Background: an optimization exercise with open tools, aiming at small area, a short achievable clock period and few clock cycles. Do not read the settings as production practice.
In this exercise RTL edits were held to simulation tests only and were not proved equivalent to the original.
The clock port is modelled as an ideal driver; clocking choices that lean on that would not hold on a real chip.
Power figures rest on the tool's default switching activity, not on a simulated workload.

== the previous run ==
Design dither_spi_top, start of the top module:
module dither_spi_top (
    input  logic SPI_CLK,
    input  logic rst,
    input  logic SPI_CS,
    input  logic SPI_MOSI,
    output logic SPI_MISO,
    output logic frame_ready
);
Size in the first run: roughly 1300 cells after synthesis, roughly 520 flip-flops, ~6 I/O pins, ~16000 um2 of cells after synthesis.
==> flow/config.mk <==
export PLATFORM = sky130hd
export DESIGN_NAME = dither_spi_top
export DESIGN_NICKNAME = dither_spi_top
export VERILOG_FILES = /design/flow/design.v
export SDC_FILE = /design/flow/constraint.sdc
export NUM_CORES = 4
export LEC_CHECK = 0
export CAP_MARGIN = 20
export CORE_MARGIN = 2
export CORE_UTILIZATION = 65
export CTS_BUF_LIST = sky130_fd_sc_hd__clkbuf_8
export CTS_CLUSTER_DIAMETER = 60
export CTS_CLUSTER_SIZE = 20
export SLEW_MARGIN = 20
export SYNTH_MEMORY_MAX_BITS = 4096
==> flow/constraint.sdc <==
create_clock -name core_clock -period 10.0 [get_ports {SPI_CLK}]
set_input_delay 2.0000 -clock core_clock [delete_from_list [all_inputs] [get_ports {SPI_CLK}]]
set_output_delay 2.0000 -clock core_clock [all_outputs]
set_load 0.01 [all_outputs]
standard.sh (not shown) runs the stock make flow with config.mk's settings and CLKGATE_MAP_FILE= SYNTH_SCRIPT=/design/flow/synth_recipe.tcl, a recipe that flattens the netlist after the stock synthesis.
==> flow/flow/run.sh <==
#!/bin/bash
bash standard.sh SETUP_SLACK_MARGIN=7 TNS_END_PERCENT=0 \
    BUFFER_PORTS_ARGS="-buffer_cell sky130_fd_sc_hd__buf_4" \
    CTS_ARGS="-sink_clustering_enable -repair_clock_nets -buf_list sky130_fd_sc_hd__clkbuf_8 -sink_clustering_size 20 -sink_clustering_max_diameter 60 -root_buf sky130_fd_sc_hd__clkbuf_16" \
    finish > standard.log 2>&1
Testbench counts of the previous run, summed over its fixed seeds: cycles 219,664.
Input-level comparison between the current run and the previous run:
==> flow/flow/run.sh <==
#!/bin/bash
bash standard.sh SETUP_SLACK_MARGIN=7 TNS_END_PERCENT=0 \
    BUFFER_PORTS_ARGS="-buffer_cell sky130_fd_sc_hd__buf_4" \
    CTS_ARGS="-sink_clustering_enable -repair_clock_nets -buf_list sky130_fd_sc_hd__clkbuf_16 -sink_clustering_size 24 -sink_clustering_max_diameter 100 -root_buf sky130_fd_sc_hd__clkbuf_16" \
    finish > standard.log 2>&1
Results
When the current run is measured against the previous run, its amount of wire on met3 after detailed routing turns out 1.1% lower. Comparing the previous run against the current run, there is no change at all in number of input and output port buffers inserted. The run with more routed wire is the current run, not the previous run.

========
Setup of job 2047:
The RTL this note starts from:
==> flow/design.v <==
`timescale 1ns/1ps
`default_nettype none
module dsp_seg #(
    parameter int L = 1,
    parameter int W = 1
) (
    input  logic         clk,
    input  logic         en,
    input  logic         sel,
    input  logic [W-1:0] din,
    output logic [W-1:0] dout,
    output logic [W-1:0] last
);
    logic [W-1:0] st [L];
    always_ff @(posedge clk) begin
        if (en) begin
            st[0] <= din;
            for (int k = 1; k < L; k++) st[k] <= st[k-1];
        end
    end
    assign last = st[L-1];
    assign dout = sel ? st[L-1] : din;
endmodule
module dither_spi_top (
    input  logic SPI_CLK,
    input  logic rst,
    input  logic SPI_CS,
    input  logic SPI_MOSI,
    output logic SPI_MISO,
    output logic frame_ready
);
    localparam logic [1:0] ST_W = 2'd0, ST_H = 2'd1, ST_PIX = 2'd2, ST_OUT = 2'd3;
    logic       cs_q, mosi_q;
    logic [1:0] stg;
    logic [2:0] bc;           
    logic [6:0] sr;           
    logic [3:0] wd, hd;       
    logic [3:0] col, row;     
    logic       p1, p2, p3, p4, p5, p6, rdy, adv_q, fr, mo, nq, few;
    logic       fr_o, mo_o, fr_n, mo_n;    
    logic       f_lc, f_fc, f_lr, f_r0, f_last;    
    logic [7:0] pre;          
    logic [7:0] v;            
    logic [6:0] t1;           
    logic [3:0] t2;           
    logic [7:0] s0;           
    logic       w1, w2;       
    logic       wr_pend, wr_now, b1, b2, rbit;
    logic [7:0] wp, rp;       
    logic [1:0] fc;           
    logic       bit_take, byte_done, is_last, adv, start, bc7;
    logic [7:0] byte_in;
    assign bit_take  = !cs_q && (stg != ST_OUT);
    assign byte_done = bit_take && (bc == 3'd7);
    assign byte_in   = {sr, mosi_q};
    assign is_last   = f_last;
    assign bc7       = cs_q ? (bc == 3'd7) : (bc == 3'd6);
    assign adv       = fr && !SPI_CS && bc7;
    assign start     = ((stg == ST_PIX) && byte_done && is_last && !few) || (rdy && !wr_pend);
    always_ff @(posedge SPI_CLK) begin
        p1     <= (stg == ST_PIX) && byte_done;
        p2     <= p1;
        p3     <= p2;
        p4     <= p3;
        p5     <= p4;
        p6     <= p5;
        adv_q  <= adv;
        cs_q   <= SPI_CS;
        mosi_q <= SPI_MOSI;
        if (bit_take) sr <= byte_in[6:0];
    end
    always_ff @(posedge SPI_CLK or posedge rst) begin
        if (rst) begin
            stg   <= ST_W;
            bc    <= '0;
            rdy   <= 1'b0;
            fr    <= 1'b0;
        end else begin
            if (stg == ST_OUT && adv_q && !fr) bc <= '0;
            else if (stg != ST_OUT ? bit_take : (fr && !cs_q)) bc <= bc + 3'd1;
            if (p1 && stg == ST_OUT && few) rdy <= 1'b1;
            else if (!wr_pend) rdy <= 1'b0;
            fr    <= fr_n;
            case (stg)
                ST_W:   if (byte_done) stg <= ST_H;
                ST_H:   if (byte_done) stg <= ST_PIX;
                ST_PIX: if (byte_done && is_last) stg <= ST_OUT;
                default: if (adv_q && !fr) stg <= ST_W;
            endcase
        end
    end
    always_ff @(posedge SPI_CLK) begin
        case (stg)
            ST_W: if (byte_done) wd <= byte_in[3:0];
            ST_H: begin
                if (byte_done) hd <= byte_in[3:0];
                w1 <= (wd == 4'd1);
                w2 <= (wd == 4'd2);
            end
            default: ;
        endcase
        few <= ((wd == 4'd1) && (hd != 4'd0) && (hd <= 4'd7)) || ((wd == 4'd2) && (hd != 4'd0) && (hd <= 4'd3)) ||
               ((wd == 4'd3) && (hd != 4'd0) && (hd <= 4'd2)) || ((hd == 4'd1) && (wd != 4'd0) && (wd <= 4'd7));
        if (stg == ST_W || stg == ST_H || start) begin
            col <= 4'd1;
            row <= 4'd1;
        end else if ((p5 && stg == ST_PIX) || adv_q) begin
            if (col == wd) begin
                col <= 4'd1;
                row <= row + 4'd1;
            end else begin
                col <= col + 4'd1;
            end
        end
    end
    always_ff @(posedge SPI_CLK) begin
        f_lc   <= (col == wd);
        f_fc   <= (col == 4'd1);
        f_lr   <= (row == hd);
        f_r0   <= (row == 4'd1);
        f_last <= (col == wd) && (row == hd);
    end
    logic       n, ga, g3, g5, gf;
    logic [10:0] e7;
    logic [9:0]  e3;
    logic [10:0] e5;
    assign n  = v[7];
    assign ga = !f_lc;
    assign g5 = !f_lr;
    assign g3 = !f_lr && !f_fc;
    assign gf = !f_lr && !f_lc;
    assign e7 = {v, 3'b000} - {3'b000, v};
    assign e3 = {1'b0, v, 1'b0} + {2'b00, v};
    assign e5 = {1'b0, v, 2'b00} + {3'b000, v};
    logic [7:0]  lr [16];
    logic [3:0]  lwp, lrp;       
    logic        lw_pend, lr_pend, lw_now, lr_now, acc;
    logic [3:0]  rsel;           
    logic [7:0]  lb;
    assign lw_now = lw_pend && (lwp[1:0] == 2'd0);
    assign lr_now = |rsel;
    always_ff @(posedge SPI_CLK) begin
        for (int q = 0; q < 4; q++) begin
            lr[4*q] <= (lw_now && lwp[3:2] == q[1:0]) ? s0 : lr[(4*q+15) % 16];
            for (int k = 1; k < 4; k++) lr[4*q+k] <= lr[4*q+k-1];
        end
    end
    assign lb  = ({8{rsel[0]}} & lr[0]) | ({8{rsel[1]}} & lr[4]) | ({8{rsel[2]}} & lr[8]) |
                 ({8{rsel[3]}} & lr[12]) | ({8{p6 && w1}} & {1'b0, t1}) | ({8{p6 && w2}} & s0);
    assign acc = lr_now || (p6 && (w1 || w2));
    always_ff @(posedge SPI_CLK) begin
        if (stg == ST_W || stg == ST_H) begin
            lrp     <= 4'd2;
            lwp     <= wd;
            lw_pend <= 1'b0;
            lr_pend <= 1'b0;
            rsel    <= 4'd0;
        end else begin
            for (int j = 0; j < 4; j++)
                rsel[j] <= (p2 || lr_pend) && !w1 && !w2 && (lrp[1:0] == 2'd0) && (lrp[3:2] == j[1:0]);
            lwp <= lwp + (lw_now ? 4'd2 : 4'd1);
            lrp <= lrp + (lr_now ? 4'd2 : 4'd1);
            if (p3) lw_pend <= 1'b1;
            else if (lw_now) lw_pend <= 1'b0;
            if (p2) lr_pend <= 1'b1;
            else if (lr_now) lr_pend <= 1'b0;
        end
    end
    always_ff @(posedge SPI_CLK) begin
        if (stg == ST_W || stg == ST_H) begin
            pre <= '0;
            t2  <= '0;
        end else begin
            if (byte_done) v <= byte_in + pre;
            if (p1) begin
                v  <= v + {7'd0, n};    
                nq <= n;
            end
            if (p2) begin
                s0  <= g3 ? {2'b00, e3[9:4]} : 8'd0;
                pre <= ga ? {1'b0, e7[10:4]} : 8'd0;
            end
            if (p3) s0 <= s0 + {1'b0, t1};
            if (p4) t1 <= g5 ? e5[10:4] : 7'd0;
            if (p5) begin
                t1 <= t1 + {3'd0, t2};
                t2 <= gf ? v[7:4] : 4'd0;
            end
            if (acc && !(f_r0 && !f_lc)) pre <= pre + lb;
        end
    end
    logic [255:0] ring;
    logic [15:0]  wsel;
    logic         qa, qb, pa, pb;       
    logic [1:0]   cnt;                  
    logic         b3, fetch, rbit_i;
    always_comb begin
        wsel = '0;
        wsel[wp[7:4]] = wr_now;
    end
    always_ff @(posedge SPI_CLK) begin
        for (int q = 0; q < 16; q++) begin
            ring[16*q] <= wsel[q] ? qa : ring[(16*q+255) % 256];
            for (int k = 1; k < 16; k++) ring[16*q+k] <= ring[16*q+k-1];
        end
    end
    always_comb begin
        rbit = 1'b0;
        for (int j = 0; j < 16; j++) if (rp[7:4] == j[3:0]) rbit = ring[16*j];
    end
    assign fetch  = fr && (rp[3:0] == 4'd1) && ((cnt != 2'd3) || adv_q);
    assign wr_pend = pa;
    always_ff @(posedge SPI_CLK) begin
        logic       av, bv, ad, bd;
        logic [1:0] c;
        logic       e1, e2, e3;
        if (stg == ST_W || stg == ST_H) begin
            wp      <= 8'd0;
            rp      <= 8'd253;           
            pa      <= 1'b0;
            pb      <= 1'b0;
            wr_now  <= 1'b0;
            fc      <= 2'd0;
            cnt     <= 2'd2;
        end else begin
            av = wr_now ? pb : pa;
            ad = wr_now ? qb : qa;
            bv = wr_now ? 1'b0 : pb;
            bd = qb;
            if (p1) begin
                if (!av) begin av = 1'b1; ad = n; end
                else begin bv = 1'b1; bd = n; end
            end
            pa <= av; qa <= ad; pb <= bv; qb <= bd;
            wp <= wr_now ? wp : wp + 8'd1;
            wr_now <= av && (wr_now || (wp[3:0] == 4'd15));
            if (p1 && fc != 2'd3) fc <= fc + 2'd1;
            if (p1 && fc == 2'd1) b1 <= n;
            if (p1 && fc == 2'd2) b2 <= n;
            rp <= fetch ? rp : rp + 8'd1;
            if (fr) begin
                e1 = adv_q ? b2 : b1;
                e2 = adv_q ? b3 : b2;
                e3 = b3;
                c  = cnt - {1'b0, adv_q};
                if (fetch) begin
                    if (c == 2'd0) e1 = rbit;
                    else if (c == 2'd1) e2 = rbit;
                    else e3 = rbit;
                    c = c + 2'd1;
                end
                b1  <= e1;
                b2  <= e2;
                b3  <= e3;
                cnt <= c;
            end
        end
        mo   <= mo_n;
        mo_o <= (stg == ST_W || stg == ST_H) ? 1'b0 : mo_n;
        fr_o <= fr_n && !rst;
    end
    assign fr_n = start ? 1'b1 : (adv && is_last) ? 1'b0 : fr;
    assign mo_n = adv ? b1 : (p1 && fc == 2'd0 && stg != ST_W && stg != ST_H) ? n : mo;
    assign SPI_MISO    = mo_o;
    assign frame_ready = fr_o;
endmodule
`default_nettype wire
clock: 10.0 ns
lec_check: 0
abc_area: 1
cap_margin: 20
core_margin: 2
core_utilization: 65
slew_margin: 20
synth_memory_max_bits: 4096
==> flow/flow/run.sh <==
#!/bin/bash
bash standard.sh SETUP_SLACK_MARGIN=7 TNS_END_PERCENT=0 \
    BUFFER_PORTS_ARGS="-buffer_cell sky130_fd_sc_hd__buf_4" \
    CTS_ARGS="-sink_clustering_enable -repair_clock_nets -buf_list sky130_fd_sc_hd__clkbuf_16 -sink_clustering_size 30 -sink_clustering_max_diameter 80 -root_buf sky130_fd_sc_hd__clkbuf_16" \
    finish > standard.log 2>&1
Testbench counts of job 2047, summed over its fixed seeds: cycles 219,664.
#### Input delta (job 2131 over job 2047)
- CTS_CLUSTER_DIAMETER: unset -> 60
- ABC_AREA: 1 -> unset
- CTS_CLUSTER_SIZE: unset -> 20
- CTS_BUF_LIST: unset -> sky130_fd_sc_hd__clkbuf_8
==> flow/flow/run.sh <==
#!/bin/bash
set -euo pipefail
VARS=(SETUP_SLACK_MARGIN=7 TNS_END_PERCENT=0
      BUFFER_PORTS_ARGS="-buffer_cell sky130_fd_sc_hd__buf_4"
      CTS_ARGS="-sink_clustering_enable -repair_clock_nets -buf_list sky130_fd_sc_hd__clkbuf_16 -sink_clustering_size 30 -sink_clustering_max_diameter 80 -root_buf sky130_fd_sc_hd__clkbuf_16")
bash standard.sh "${VARS[@]}" cts > standard_cts.log 2>&1
ODB=orfs/results/sky130hd/dither_spi_top/base/4_cts.odb openroad -exit flow/unroot.tcl > unroot.log 2>&1
bash standard.sh "${VARS[@]}" finish > standard.log 2>&1
==> flow/flow/unroot.tcl (new file) <==
read_db $::env(ODB)
set block [ord::get_db_block]
set inst [$block findInst clkbuf_0_SPI_CLK]
if {$inst == "NULL"} {
  puts "unroot: no root buffer, layout left as it is"
  exit 0
}
set a [$inst findITerm A]
set x [$inst findITerm X]
set in_net [$a getNet]
set out_net [$x getNet]
set loads {}
foreach it [$out_net getITerms] {
  if {[[$it getInst] getName] ne [$inst getName]} { lappend loads $it }
}
puts "unroot: root buffer drives [llength $loads] pins, port net [$in_net getName] has [llength [$in_net getITerms]] pins"
if {[llength $loads] + [llength [$in_net getITerms]] - 1 > 4 || [llength [$out_net getBTerms]] > 0} {
  puts "unroot: too many loads, layout left as it is"
  exit 0
}
foreach it $loads {
  $it disconnect
  $it connect $in_net
}
$a disconnect
$x disconnect
odb::dbInst_destroy $inst
odb::dbNet_destroy $out_net
puts "unroot: port net [$in_net getName] now has [llength [$in_net getITerms]] pins"
write_db $::env(ODB)
--- outcome ---
- Summary of job 2131 over job 2047: worst slack at placement shrank by 0.014 ns, leakage power summed over all cells shrank by about 7%, area enclosed by the die boundary shrank by about 1.5%, share of total power in combinational logic shrank by 0.9 points.
- Total power: job 2131 below job 2047
- In job 2131, the portion of the clock cycle consumed by the worst path in the final layout came out 1.3 points below the value in job 2047.
- Synthesis-to-finish area growth was higher in job 2047 than in job 2131.
- Looking at area inside the core boundary, job 2131 sits about 0.9% below job 2047.
- Re final core area utilization: job 2131 and job 2047 aren't equal, and the higher value belongs to job 2047.
- Sort job 2131 and job 2047 by count of mapped cells out of synthesis desc -> top: job 2047
- Job 2131 has more setup slack than job 2047.
Edits applied to the flow inputs when going from job 2131 to job 8842:
- a change of CORE_UTILIZATION from 65 to 75
==> flow/flow/run.sh <==
#!/bin/bash
bash standard.sh SETUP_SLACK_MARGIN=7 TNS_END_PERCENT=0 \
    BUFFER_PORTS_ARGS="-buffer_cell sky130_fd_sc_hd__buf_4" \
    CTS_ARGS="-sink_clustering_enable -repair_clock_nets -buf_list sky130_fd_sc_hd__clkbuf_16 -sink_clustering_size 30 -sink_clustering_max_diameter 80 -root_buf sky130_fd_sc_hd__clkbuf_16" \
    finish > standard.log 2>&1
removed: flow/flow/unroot.tcl
Notes after the runs:
Re headroom to the max-slew limit: job 2131 was higher than job 8842. Relative to job 2131, the post-detailed-placement half-perimeter wirelength of job 8842 is higher by about 9%. Job 2131 → job 8842: final cycle utilization of the critical path +1.3 points, critical path required time did not really move, number of buffers other than clock buffers in the final layout fell by 1. On growth of design area from synthesis to finish: between job 2131 and job 8842, it ends up higher for job 2131. Taking job 8842 as 1.0, job 2131 lands at 1.5 on number of fill cells. Compared with job 2131, in job 8842 global-route wire length before repair went up, inserted tap cell count shows a reduction of about 15%.
Relative to job 8842, the following input files were edited for job 4226:
- CORE_UTILIZATION: 75 -> 65
- [job 4226] sequential share of layout area fell 0.29 points relative to job 8842
- As far as synthesized cell count is concerned, job 4226 and job 8842 perform about the same.
- Delta (job 4226 minus job 8842): fraction of power spent switching nets -0.40 points, power saw a decrease, final critical-path share of the clock period ~0 delta.
- From job 8842 to job 4226 the numbers moved as follows: count of pins over their slew limit barely changed, post-synthesis to final-layout area growth climbed 0.48 points, number of non-clock buffers climbed 1, post-layout minimum cycle time barely changed.

static timing again, ports no longer ideal:
Ports are ideal in the flow. The routed layouts listed here were re-timed in OpenROAD. Step 1 sets driving cells, clkbuf_16 on the clock port and buf_2 on the other inputs (assumed; they add their load-dependent delay and slew). Step 2, shift: input delay + t, output delay - t, t = (earliest + latest rising clock arrival at the registers) / 2. This alone moves slack from input paths to output paths. a / b / c = ideal / step 1 / step 2; a / b = the first two.
run | t, ns | setup slack, ns | hold WS [ns]
the previous run | 0.561 | 7.053 / 7.003 / 6.952 | 0.320 / 0.320 / 0.320
the current run | 0.604 | 7.009 / 6.960 / 6.953 | 0.319 / 0.319 / 0.319
job 2047 | 0.585 | 7.011 / 6.964 / 6.975 | 0.325 / 0.325 / 0.325
job 2131 | 0.474 | 7.141 / 7.077 / 6.963 | 0.320 / 0.320 / 0.320
job 8842 | 0.587 | 7.012 / 6.960 / 7.038 | 0.319 / 0.319 / 0.319
job 4226 | 0.587 | 7.014 / 6.965 / 6.970 | 0.320 / 0.320 / 0.320
After both steps every run listed still meets setup and hold. The setup slack of job 2131, which loses most, moves by -0.064 ns with the drivers and by -0.178 ns with both steps.
